Background: an optimization exercise with open tools, aiming at small area, a short achievable clock period and few clock cycles per item. Do not read the settings as production practice.
The RTL was checked by simulation tests, not by an equivalence proof against the original design.
The clock port is modelled as an ideal driver; clocking choices that lean on that would not hold on a real chip.
No activity file was given, so power comes from the tool's default toggle rates.

Setup of run 1:
## factorial_core
module factorial_core #(
    parameter int unsigned MAX_N = 20
) (
    input  logic             clk,
    input  logic             reset_n,
    input  logic             fifo_empty,
    input  logic [31:0]      fifo_dout,
    output logic             fifo_rd_en,
    output logic [63:0]      result,
    output logic             result_valid,
    input  logic             result_ready,
    output logic             overflow,
    output logic             busy
);
    logic        r_ok;
    logic        r_hs;
    logic        r_z;
    logic        w_pend;     
    logic        w_v0;       
    logic        w_v1;       
    logic [4:0]  r_c0;       
    logic [4:0]  r_c1;       
    logic [4:0]  w_code;
    logic        w_hs;
    logic        w_rd;
    logic [63:0] w_fact;
    assign w_code = {fifo_dout[4:3] | {2{|fifo_dout[31:5]}}, fifo_dout[2:0]};
    assign w_pend = r_hs && !r_z;
    assign w_v0   = r_ok ? r_z : r_hs;
    assign w_v1   = !r_ok && r_hs && r_z;
    assign w_hs   = w_v0 && result_ready;
    assign w_rd   = !fifo_empty && (r_ok || (r_hs && result_ready));
    logic w_l000;
    logic w_l001;
    logic w_l002;
    logic w_l003;
    logic w_l004;
    logic w_l005;
    logic w_l006;
    logic w_l007;
  ...
==> flow/config.mk <==
export PLATFORM = sky130hd
export DESIGN_NAME = factorial_core
export DESIGN_NICKNAME = factorial_core
export VERILOG_FILES = /design/flow/design.v
export SDC_FILE = /design/flow/constraint.sdc
export NUM_CORES = 4
export LEC_CHECK = 0
export ABC_AREA = 1
export CAP_MARGIN = 20
export CORE_MARGIN = 2
export CORE_UTILIZATION = 40
export SLEW_MARGIN = 20
==> flow/constraint.sdc <==
create_clock -name core_clock -period 10.0 [get_ports {clk}]
set_input_delay 2.0000 -clock core_clock [delete_from_list [all_inputs] [get_ports {clk}]]
set_output_delay 2.0000 -clock core_clock [all_outputs]
set_load 0.01 [all_outputs]
standard.sh (not shown) runs the stock make flow with config.mk's settings and CLKGATE_MAP_FILE= SYNTH_SCRIPT=/design/flow/synth_recipe.tcl, a recipe that flattens the netlist after the stock synthesis.
==> flow/flow/run.sh <==
#!/bin/bash
set -euo pipefail
here=$(pwd)
{
  cat <<'EOT'
proc use_flow_abc_script {name1 name2 op} {
  upvar #0 abc_args a
  set i [lsearch -exact $a -script]
  if {$i >= 0 && [lindex $a [expr {$i + 1}]] ne $::env(FLOW_ABC_SCRIPT)} {
    lset a [expr {$i + 1}] $::env(FLOW_ABC_SCRIPT)
  }
}
trace add variable ::abc_args write use_flow_abc_script
EOT
  cat synth_recipe.tcl
} > flow_synth.tcl
export FLOW_ABC_SCRIPT="$here/flow/area.abc"
sed "s#SYNTH_SCRIPT=[^ ]*#SYNTH_SCRIPT=$here/flow_synth.tcl#" standard.sh > flow_standard.sh
export BUFFER_PORTS_ARGS="-buffer_cell sky130_fd_sc_hd__buf_1"
export SETUP_SLACK_MARGIN=5.45
export SKIP_REPAIR_TIE_FANOUT=1
for step in synth floorplan place cts route finish; do
  bash flow_standard.sh "$step" > "log_$step.txt" 2>&1
done
==> flow/flow/area.abc <==
strash; dch -f; map -D 1200; mfs2; strash; dch -f; map -D 1200; topo; stime -c; buffer -c; dnsize -c
Run 1 completed; timing, DRC and antenna clean
Testbench counts of run 1, summed over its fixed seeds: cycles 1,048, items 1,024.
Inputs modified between run 1 and run 2:
diff --git a/flow/flow/run.sh b/flow/flow/run.sh
--- a/flow/flow/run.sh
+++ b/flow/flow/run.sh
@@ -20 +20 @@
-export SETUP_SLACK_MARGIN=5.45
+export SETUP_SLACK_MARGIN=5.38
==> flow/flow/area.abc <==
strash; dch -f; map -a; mfs2; strash; dch -f; map -a; topo; stime -c; buffer -c; dnsize -c
--- outcome ---
- Delta (run 2 minus run 1): maximum ir drop on the vdd rail went up by 0.000031 V; post-route fraction of the period consumed by the critical path was more or less identical; core utilization went down by 0.86 points; total power went up by 0.0000019 W.
For run 3, these inputs were changed with respect to run 2:
Settings: ABC_AREA no longer set, was 1.
==> flow/flow/run.sh <==
#!/bin/bash
set -euo pipefail
export BUFFER_PORTS_ARGS="-buffer_cell sky130_fd_sc_hd__buf_1"
export SETUP_SLACK_MARGIN=5.45
export SKIP_REPAIR_TIE_FANOUT=1
for step in synth floorplan place cts route finish; do
  bash standard.sh "$step" > "log_$step.txt" 2>&1
done
removed: flow/flow/area.abc
Findings:
Compared run 3 vs run 2, and count of standard-cell rows is up in run 3.
[run 3] initial standard-cell utilization of the core fell 1.4 points relative to run 2
Of the two values seen for slowest stage cell on the critical path, buf_2 was produced by run 3 and buf_1 by run 2.
The proportion of power drawn by combinational gates reported for run 3 is smaller than that of run 2 by 5.9 points.
In the reports for run 2 and run 3, the larger routed metal-1 wire length belongs to run 3.
diff inputs: run 3 => run 4
Settings: ABC_AREA: unset -> 1.
==> flow/flow/run.sh <==
#!/bin/bash
set -euo pipefail
here=$(pwd)
{
  cat <<'EOT'
proc use_flow_abc_script {name1 name2 op} {
  upvar #0 abc_args a
  set i [lsearch -exact $a -script]
  if {$i >= 0 && [lindex $a [expr {$i + 1}]] ne $::env(FLOW_ABC_SCRIPT)} {
    lset a [expr {$i + 1}] $::env(FLOW_ABC_SCRIPT)
  }
}
trace add variable ::abc_args write use_flow_abc_script
EOT
  cat synth_recipe.tcl
} > flow_synth.tcl
export FLOW_ABC_SCRIPT="$here/flow/area.abc"
sed "s#SYNTH_SCRIPT=[^ ]*#SYNTH_SCRIPT=$here/flow_synth.tcl#" standard.sh > flow_standard.sh
export BUFFER_PORTS_ARGS="-buffer_cell sky130_fd_sc_hd__buf_1"
export SETUP_SLACK_MARGIN=5.2
export SKIP_REPAIR_TIE_FANOUT=1
for step in synth floorplan place cts route finish; do
  bash flow_standard.sh "$step" > "log_$step.txt" 2>&1
done
==> flow/flow/area.abc (new file) <==
strash; dch -f; map -a; mfs2; strash; dch -f; map -a; topo; stime -c; buffer -c; dnsize -c
--- outcome ---
In the final reports, the cell area of run 4 is smaller than that of run 3.
Portion of the clock cycle consumed by the worst path in the final layout: higher on run 4
NOTE internal cell power run 3->run 4 decreased by a few percent
The final layout from run 4, which completed every stage, passed the timing, DRC and antenna checks at the end of the flow.
Looking at pin count of the biggest net entering global routing across run 4 and run 3, the one that comes out lower is run 4.
Run 3 → run 4: number of cells traversed by the worst register-to-register path went up by 2, relative area of non-clock buffer cells in the final design went up by 3.4 points.
In the flow results for run 4 and run 3, the final cell count without fillers is larger on run 3.
For run 4, the launch point of the critical path was r_c0[0], unlike run 3, where it was result_ready.
Run 4 against run 3: switching share of power went up 1.0 points; placed cell area went down 11%.

---

factorial_core again, from the RTL that the note above started with.
Design factorial_core, start of the top module:
module factorial_core #(
    parameter int unsigned MAX_N = 20
) (
    input  logic             clk,
    input  logic             reset_n,
    input  logic             fifo_empty,
    input  logic [31:0]      fifo_dout,
    output logic             fifo_rd_en,
    output logic [63:0]      result,
    output logic             result_valid,
    input  logic             result_ready,
    output logic             overflow,
    output logic             busy
);
    logic        r_ok;
    logic        r_hs;
    logic        r_z;
    logic        w_pend;     
    logic        w_v0;       
    logic        w_v1;       
    logic [4:0]  r_c0;       
    logic [4:0]  r_c1;       
    logic [4:0]  w_code;
    logic        w_hs;
    logic        w_rd;
    logic [63:0] w_fact;
    assign w_code = {fifo_dout[4:3] | {2{|fifo_dout[31:5]}}, fifo_dout[2:0]};
    assign w_pend = r_hs && !r_z;
    assign w_v0   = r_ok ? r_z : r_hs;
    assign w_v1   = !r_ok && r_hs && r_z;
    assign w_hs   = w_v0 && result_ready;
    assign w_rd   = !fifo_empty && (r_ok || (r_hs && result_ready));
    logic w_l000;
    logic w_l001;
    logic w_l002;
    logic w_l003;
    logic w_l004;
    logic w_l005;
    logic w_l006;
    logic w_l007;
    logic w_l008;
    logic w_l009;
    logic w_l010;
    logic w_l011;
    logic w_l012;
    logic w_l013;
    logic w_l014;
    logic w_l015;
    logic w_l016;
    logic w_l017;
    logic w_l018;
    logic w_l019;
    logic w_l020;
    logic w_l021;
    logic w_l022;
    logic w_l023;
    logic w_l024;
    logic w_l025;
    logic w_l026;
    logic w_l027;
    logic w_l028;
    logic w_l029;
    logic w_l030;
    logic w_l031;
    logic w_l032;
    logic w_l033;
    logic w_l034;
    logic w_l035;
    logic w_l036;
    logic w_l037;
    logic w_l038;
    logic w_l039;
    logic w_l040;
    logic w_l041;
    assign w_l014 = r_c0[4] & ~r_c0[3];
    assign w_l015 = w_l014 & ~r_c0[2];
    assign w_fact[39] = w_l015 & r_c0[1];
    assign w_fact[47] = w_fact[39] & ~r_c0[0];
    assign w_l016 = ~(r_c0[1] | r_c0[0]);
    assign w_l017 = w_l016 & w_l014;
    assign w_fact[54] = w_l017 & r_c0[2];
  ...
Settings: LEC_CHECK=0, ABC_AREA=1, CAP_MARGIN=20, CORE_MARGIN=2, CORE_UTILIZATION=40, SLEW_MARGIN=20; clock period 10.0 ns.
==> flow/flow/run.sh <==
#!/bin/bash
# The standard ORFS layout, step by step, with two changes: the port buffers
# are the smallest plain buffer (buffer_ports otherwise picks a delay cell), and
# the constant outputs share one tie cell. Each step's output goes to its own log.
set -euo pipefail
export BUFFER_PORTS_ARGS="-buffer_cell sky130_fd_sc_hd__buf_1"
export SKIP_REPAIR_TIE_FANOUT=1
for step in synth floorplan place cts route finish; do
  bash standard.sh "$step" > "log_$step.txt" 2>&1
done
The starting point completed with no timing, DRC or antenna violations.
Testbench counts at the start, summed over its fixed seeds: cycles 1,048, items 1,024.
Rerun with:
==> flow/flow/run.sh (replaced) <==
#!/bin/bash
set -euo pipefail
export BUFFER_PORTS_ARGS="-buffer_cell sky130_fd_sc_hd__buf_1"
export SETUP_SLACK_MARGIN=5.45
export SKIP_REPAIR_TIE_FANOUT=1
export CTS_ARGS="-repair_clock_nets -root_buf sky130_fd_sc_hd__clkbuf_8 -buf_list sky130_fd_sc_hd__clkbuf_8 -sink_clustering_enable -sink_clustering_size 50 -sink_clustering_max_diameter 1000 -sink_clustering_levels 1"
for step in synth floorplan place cts route finish; do
  bash standard.sh "$step" > "log_$step.txt" 2>&1
done
=> The changed run went through all stages and came out clean; hold slack degrades by 0.0045 ns; count of clock-buffer cells in the layout fell by 1; core utilization rose by 1.6 points; maximum frequency rose by 6.3%; die area is unchanged; worst setup slack improves by 0.29 ns; clock power rose by 44%.
Rerun with:
==> flow/flow/run.sh (replaced) <==
#!/bin/bash
set -euo pipefail
here=$(pwd)
{
  cat <<'EOT'
proc use_flow_abc_script {name1 name2 op} {
  upvar #0 abc_args a
  set i [lsearch -exact $a -script]
  if {$i >= 0 && [lindex $a [expr {$i + 1}]] ne $::env(FLOW_ABC_SCRIPT)} {
    lset a [expr {$i + 1}] $::env(FLOW_ABC_SCRIPT)
  }
}
trace add variable ::abc_args write use_flow_abc_script
# no half/full adder cells: they would only come from XORs in the table
set ::env(ADDER_MAP_FILE) ""
EOT
  cat synth_recipe.tcl
} > flow_synth.tcl
export FLOW_ABC_SCRIPT="$here/flow/area.abc"
sed "s#SYNTH_SCRIPT=[^ ]*#SYNTH_SCRIPT=$here/flow_synth.tcl#" standard.sh > flow_standard.sh
export BUFFER_PORTS_ARGS="-buffer_cell sky130_fd_sc_hd__buf_1"
export SETUP_SLACK_MARGIN=5.35
export SKIP_REPAIR_TIE_FANOUT=1
for step in synth floorplan place cts route finish; do
  bash flow_standard.sh "$step" > "log_$step.txt" 2>&1
done
==> flow/flow/area.abc (new file) <==
strash; dch -f; map -a; mfs2; strash; dch -f; map -a; topo; stime -c; buffer -c; dnsize -c
CORE_AREA = 2 2 60 60   (was unset)
CORE_MARGIN = unset   (was 2)
CORE_UTILIZATION = unset   (was 40)
DIE_AREA = 0 0 62 62   (was unset)
Register-to-register slack is worse by 0.39 ns.
Maximum frequency fell by 0.47%.
Count of clock-buffer cells in the layout climbs by 1.
Wire length increases by 1.7%.
Die area came out higher by 4.9%.
Rerun with:
--- a/flow/flow/run.sh
+++ b/flow/flow/run.sh
@@ -22 +22 @@
-export SETUP_SLACK_MARGIN=5.35
+export SETUP_SLACK_MARGIN=5.4
==> flow/flow/area.abc (replaced) <==
strash; dch -f; map -a; mfs2; strash; dch -f; map -a; mfs2; strash; dch -f; amap; topo; stime -c; buffer -c; dnsize -c
Result: Global-route usage is lower by 0.62 points. Sequential power went up by roughly a tenth. Critical path depth goes up by 1.
Rerun with:
--- a/flow/flow/run.sh
+++ b/flow/flow/run.sh
@@ -22 +22 @@
-export SETUP_SLACK_MARGIN=5.4
+export SETUP_SLACK_MARGIN=5.3
@@ -23,0 +24 @@
+export PRE_CTS_TCL="$here/flow/upsize_rd.tcl"
==> flow/flow/area.abc (replaced) <==
strash; dch -f; map -a; mfs2; strash; dch -f; map -a; topo; stime -c; buffer -c; dnsize -c
==> flow/flow/upsize_rd.tcl (new file) <==
# Sourced before CTS: give the cells of fifo_rd_en's short path (the output
# buffer, the gates before it and the input buffers of fifo_empty and
# result_ready) the next drive strength, then let repair size up (no new
# buffers) whatever is still below a 5.55 ns setup margin. Flip-flops are left
# as they are.
proc rd_next_size {ref} {
  if {![regexp {^(sky130_fd_sc_hd__\w+)_(\d+)$} $ref -> base n]} { return "" }
  foreach m {2 4} {
    if {$m > $n && [llength [get_lib_cells -quiet */${base}_$m]] > 0} { return ${base}_$m }
  }
  return ""
}
proc rd_drivers {inst} {
  set out {}
  foreach pin [get_pins -of_objects $inst -filter "direction==input"] {
    set net [get_nets -quiet -of_objects $pin]
    if {$net eq ""} { continue }
    foreach drv [get_pins -quiet -of_objects $net -filter "direction==output"] {
      lappend out [get_cells -of_objects $drv]
    }
  }
  return $out
}
set level {}
foreach drv [get_pins -of_objects [get_nets fifo_rd_en] -filter "direction==output"] {
  lappend level [get_cells -of_objects $drv]
}
set seen {}
for {set depth 0} {$depth < 4 && [llength $level] > 0} {incr depth} {
  set next {}
  foreach inst $level {
    set name [get_full_name $inst]
    if {[lsearch -exact $seen $name] >= 0} { continue }
    lappend seen $name
    set ref [get_property $inst ref_name]
    if {[string match "*df*" $ref]} { continue }
    set new [rd_next_size $ref]
    if {$new ne ""} {
      puts "upsize_rd: $name $ref -> $new"
      replace_cell $inst [lindex [get_lib_cells */$new] 0]
    }
    lappend next {*}[rd_drivers $inst]
  }
  set level $next
}
estimate_parasitics -placement
repair_timing -setup -setup_margin 5.55 -sequence "sizeup,swap" -skip_buffering -skip_pin_swap
=>
- register-to-register slack gets worse by 0.15 ns
- first-iteration DRC count increases by 85%
- final cell count increases by 5.3%
- final area drops by 7.3%
- synthesized area rose by 3.5%
- setup slack improves by 0.13 ns
- total power went down by 15%
- routed wire length drops by 6.5%

---

Starting RTL as in the previous note.
Settings: LEC_CHECK=0, ABC_AREA=1, CAP_MARGIN=20, CORE_AREA=2 2 60 60, DIE_AREA=0 0 62 62, SLEW_MARGIN=20; clock period 10.0 ns.
==> flow/flow/run.sh <==
#!/bin/bash
set -euo pipefail
here=$(pwd)
{
  cat <<'EOT'
proc use_flow_abc_script {name1 name2 op} {
  upvar #0 abc_args a
  set i [lsearch -exact $a -script]
  if {$i >= 0 && [lindex $a [expr {$i + 1}]] ne $::env(FLOW_ABC_SCRIPT)} {
    lset a [expr {$i + 1}] $::env(FLOW_ABC_SCRIPT)
  }
}
trace add variable ::abc_args write use_flow_abc_script
# no half/full adder cells: they would only come from XORs in the table
set ::env(ADDER_MAP_FILE) ""
EOT
  cat synth_recipe.tcl
} > flow_synth.tcl
export FLOW_ABC_SCRIPT="$here/flow/area.abc"
sed "s#SYNTH_SCRIPT=[^ ]*#SYNTH_SCRIPT=$here/flow_synth.tcl#" standard.sh > flow_standard.sh
export BUFFER_PORTS_ARGS="-buffer_cell sky130_fd_sc_hd__buf_1"
export SETUP_SLACK_MARGIN=5.3
export SKIP_REPAIR_TIE_FANOUT=1
export PRE_CTS_TCL="$here/flow/upsize_rd.tcl"
for step in synth floorplan place cts route finish; do
  bash flow_standard.sh "$step" > "log_$step.txt" 2>&1
done
==> flow/flow/area.abc <==
strash; dch -f; map -a; mfs2; strash; dch -f; map -a; topo; stime -c; buffer -c; dnsize -c
==> flow/flow/upsize_rd.tcl <==
# Sourced before CTS: give the cells of fifo_rd_en's short path (the output
# buffer, the gates before it and the input buffers of fifo_empty and
# result_ready) the next drive strength. Flip-flops are left as they are.
proc rd_next_size {ref} {
  if {![regexp {^(sky130_fd_sc_hd__\w+)_(\d+)$} $ref -> base n]} { return "" }
  foreach m {2 4} {
    if {$m > $n && [llength [get_lib_cells -quiet */${base}_$m]] > 0} { return ${base}_$m }
  }
  return ""
}
proc rd_drivers {inst} {
  set out {}
  foreach pin [get_pins -of_objects $inst -filter "direction==input"] {
    set net [get_nets -quiet -of_objects $pin]
    if {$net eq ""} { continue }
    foreach drv [get_pins -quiet -of_objects $net -filter "direction==output"] {
      lappend out [get_cells -of_objects $drv]
    }
  }
  return $out
}
set level {}
foreach drv [get_pins -of_objects [get_nets fifo_rd_en] -filter "direction==output"] {
  lappend level [get_cells -of_objects $drv]
}
set seen {}
for {set depth 0} {$depth < 4 && [llength $level] > 0} {incr depth} {
  set next {}
  foreach inst $level {
    set name [get_full_name $inst]
    if {[lsearch -exact $seen $name] >= 0} { continue }
    lappend seen $name
    set ref [get_property $inst ref_name]
    if {[string match "*df*" $ref]} { continue }
    set new [rd_next_size $ref]
    if {$new ne ""} {
      puts "upsize_rd: $name $ref -> $new"
      replace_cell $inst [lindex [get_lib_cells */$new] 0]
    }
    lappend next {*}[rd_drivers $inst]
  }
  set level $next
}
estimate_parasitics -placement
repair_timing -setup -setup_margin 5.55 -sequence "sizeup,swap" -skip_buffering -skip_pin_swap
The starting point ran to the end with no violations.
Testbench counts at the start, summed over its fixed seeds: cycles 1,048, items 1,024.
Rerun with:
--- a/flow/flow/run.sh
+++ b/flow/flow/run.sh
@@ -12,6 +12,4 @@
 }
 trace add variable ::abc_args write use_flow_abc_script
-# no half/full adder cells: they would only come from XORs in the table
-set ::env(ADDER_MAP_FILE) ""
 EOT
   cat synth_recipe.tcl
@@ -20,7 +18,6 @@
 sed "s#SYNTH_SCRIPT=[^ ]*#SYNTH_SCRIPT=$here/flow_synth.tcl#" standard.sh > flow_standard.sh
 export BUFFER_PORTS_ARGS="-buffer_cell sky130_fd_sc_hd__buf_1"
-export SETUP_SLACK_MARGIN=5.3
+export SETUP_SLACK_MARGIN=5.45
 export SKIP_REPAIR_TIE_FANOUT=1
-export PRE_CTS_TCL="$here/flow/upsize_rd.tcl"
 for step in synth floorplan place cts route finish; do
   bash flow_standard.sh "$step" > "log_$step.txt" 2>&1
==> flow/flow/area.abc (replaced) <==
strash; dch -f; amap; mfs2; strash; dch -f; amap; topo
- CORE_AREA: 2 2 60 60 -> unset
- CORE_MARGIN: unset -> 2
- CORE_UTILIZATION: unset -> 40
- DIE_AREA: 0 0 62 62 -> unset
removed: flow/flow/upsize_rd.tcl
What happened:
- hold slack is better by 25 ps
- clock power drops by about 1%
- combinational power fell by about 1%
- cell area came out higher by 12%
- power falls by 2.0%
- wire length rose by 7.1%
- core utilization climbs by 16 points
- global-route usage is higher by 2.0 points
- maximum frequency came out lower by 1.9%
- setup slack loses 85 ps
- synthesized area fell by 2.4%
Rerun with:
--- a/flow/flow/run.sh
+++ b/flow/flow/run.sh
@@ -12,4 +12,6 @@
 }
 trace add variable ::abc_args write use_flow_abc_script
+# no half/full adder cells: they would only come from XORs in the table
+set ::env(ADDER_MAP_FILE) ""
 EOT
   cat synth_recipe.tcl
@@ -18,5 +20,5 @@
 sed "s#SYNTH_SCRIPT=[^ ]*#SYNTH_SCRIPT=$here/flow_synth.tcl#" standard.sh > flow_standard.sh
 export BUFFER_PORTS_ARGS="-buffer_cell sky130_fd_sc_hd__buf_1"
-export SETUP_SLACK_MARGIN=5.45
+export SETUP_SLACK_MARGIN=5.3
 export SKIP_REPAIR_TIE_FANOUT=1
 for step in synth floorplan place cts route finish; do
==> flow/flow/area.abc (replaced) <==
strash; dch -f; map -a; mfs2; strash; dch -f; map -a; topo; stime -c; buffer -c; dnsize -c
- CORE_AREA: unset -> 2 2 60 60
- CORE_MARGIN: 2 -> unset
- CORE_UTILIZATION: 40 -> unset
- DIE_AREA: unset -> 0 0 62 62
What happened: Synthesized cell count climbs by 21%; worst setup slack got worse by 4.1 ps; design area drops by 11%; clock power barely changes; sequential cell count does not change; power climbs by 1.4%; maximum frequency hardly moves; wire length drops by 7.2%; sequential power climbs by 3.1%; via count drops by 1.6%; clock skew barely changes.
Rerun with:
==> flow/flow/run.sh (replaced) <==
#!/bin/bash
set -euo pipefail
export BUFFER_PORTS_ARGS="-buffer_cell sky130_fd_sc_hd__buf_1"
export SETUP_SLACK_MARGIN=5.45
export SKIP_REPAIR_TIE_FANOUT=1
export CTS_ARGS="-repair_clock_nets -root_buf sky130_fd_sc_hd__clkbuf_4 -buf_list sky130_fd_sc_hd__clkbuf_4 -sink_clustering_enable -sink_clustering_size 20 -sink_clustering_max_diameter 500"
for step in synth floorplan place cts route finish; do
  bash standard.sh "$step" > "log_$step.txt" 2>&1
done
- CORE_AREA: 2 2 60 60 -> unset
- CORE_MARGIN: unset -> 2
- CORE_UTILIZATION: unset -> 55
- DIE_AREA: 0 0 62 62 -> unset
removed: flow/flow/area.abc
What happened: Sequential share of layout area goes down by 1.9 points; clock power grows by about 3%; wire length drops by 8.3%; cell area grows by 8.3%; synthesized cell count falls by 1.6%; sequential cell count does not change.
Rerun with:
==> flow/flow/run.sh (replaced) <==
#!/bin/bash
set -euo pipefail
here=$(pwd)
{
  cat <<'EOT'
proc use_flow_abc_script {name1 name2 op} {
  upvar #0 abc_args a
  set i [lsearch -exact $a -script]
  if {$i >= 0 && [lindex $a [expr {$i + 1}]] ne $::env(FLOW_ABC_SCRIPT)} {
    lset a [expr {$i + 1}] $::env(FLOW_ABC_SCRIPT)
  }
}
trace add variable ::abc_args write use_flow_abc_script
# no half/full adder cells: they would only come from XORs in the table
set ::env(ADDER_MAP_FILE) ""
EOT
  cat synth_recipe.tcl
} > flow_synth.tcl
export FLOW_ABC_SCRIPT="$here/flow/area.abc"
sed "s#SYNTH_SCRIPT=[^ ]*#SYNTH_SCRIPT=$here/flow_synth.tcl#" standard.sh > flow_standard.sh
export BUFFER_PORTS_ARGS="-buffer_cell sky130_fd_sc_hd__buf_1"
export SETUP_SLACK_MARGIN=5.3
export SKIP_REPAIR_TIE_FANOUT=1
for step in synth floorplan place; do
  bash flow_standard.sh "$step" > "log_$step.txt" 2>&1
done
# after placement, aim the repair a little further: by then only the read
# enable's short path is left below the margin
export SETUP_SLACK_MARGIN=5.6
for step in cts route finish; do
  bash flow_standard.sh "$step" > "log_$step.txt" 2>&1
done
==> flow/flow/area.abc (new file) <==
strash; dch -f; map -a; mfs2; strash; dch -f; map -a; topo; stime -c; buffer -c; dnsize -c
- CORE_AREA: unset -> 2 2 60 60
- CORE_MARGIN: 2 -> unset
- CORE_UTILIZATION: 55 -> unset
- DIE_AREA: unset -> 0 0 62 62
Effect:
- via count rose by 6.3%
- power rose by 14%
- wire length rose by about 26%
- clock-buffer cell count is unchanged
- critical path depth is unchanged
- worst hold slack gains 12 ps
- worst setup slack gains 88 ps
- non-clock buffer count rose by 26
- design area rose by 9.8%
- sequential power rose by about 1%
- clock skew rose by 3.4 ps

[afterwards: timing with drivers on the ports]
How much do the figures lean on ideal ports? The routed layouts below were timed once more, with nothing changed but the port constraints. Step 1 (the two cells are an assumption about what drives the block):
set clk [get_ports {clk}]
set_driving_cell -lib_cell sky130_fd_sc_hd__clkbuf_16 $clk
set_driving_cell -lib_cell sky130_fd_sc_hd__buf_2 [delete_from_list [all_inputs] $clk]
Step 2 times the ports against the registers' clock, not the clock port: input delays grow and output delays shrink by t, the midpoint of the rising clock arrivals with the driver on. Three values: ideal ports, drivers, drivers and shift; two values: the first two.
run | t (ns) | setup slack, ns | worst setup path after step 2 | pins driven straight from the clock port
run 1 | 0.281 | 5.490 / 5.467 / 5.467 | input to output | 1
run 2 | 0.284 | 5.494 / 5.472 / 5.472 | input to output | 1
run 3 | 0.291 | 5.537 / 5.517 / 5.517 | input to output | 1
run 4 | 0.283 | 5.348 / 5.333 / 5.455 | input to output | 1
the first run of note 2 | 0.279 | 5.191 / 5.175 / 5.434 | input to output | 1
the second run of note 2 | 0.254 | 5.478 / 5.455 / 5.455 | input to output | 1
the third run of note 2 | 0.281 | 5.457 / 5.436 / 5.436 | input to output | 1
the fourth run of note 2 | 0.296 | 5.418 / 5.397 / 5.397 | input to output | 1
the fifth run of note 2 | 0.284 | 5.546 / 5.513 / 5.513 | input to output | 1
the first run of note 3 | 0.284 | 5.546 / 5.513 / 5.513 | input to output | 1
the second run of note 3 | 0.280 | 5.461 / 5.446 / 5.495 | input to output | 1
the third run of note 3 | 0.281 | 5.457 / 5.436 / 5.436 | input to output | 1
the fourth run of note 3 | 0.272 | 5.471 / 5.447 / 5.447 | input to output | 1
the fifth run of note 3 | 0.281 | 5.559 / 5.521 / 5.335 | input to register | 1
After both steps setup and hold are still met in every run listed. The setup slack of the fifth run of note 3, which loses most, moves by -0.038 ns with the drivers and by -0.224 ns with both steps.
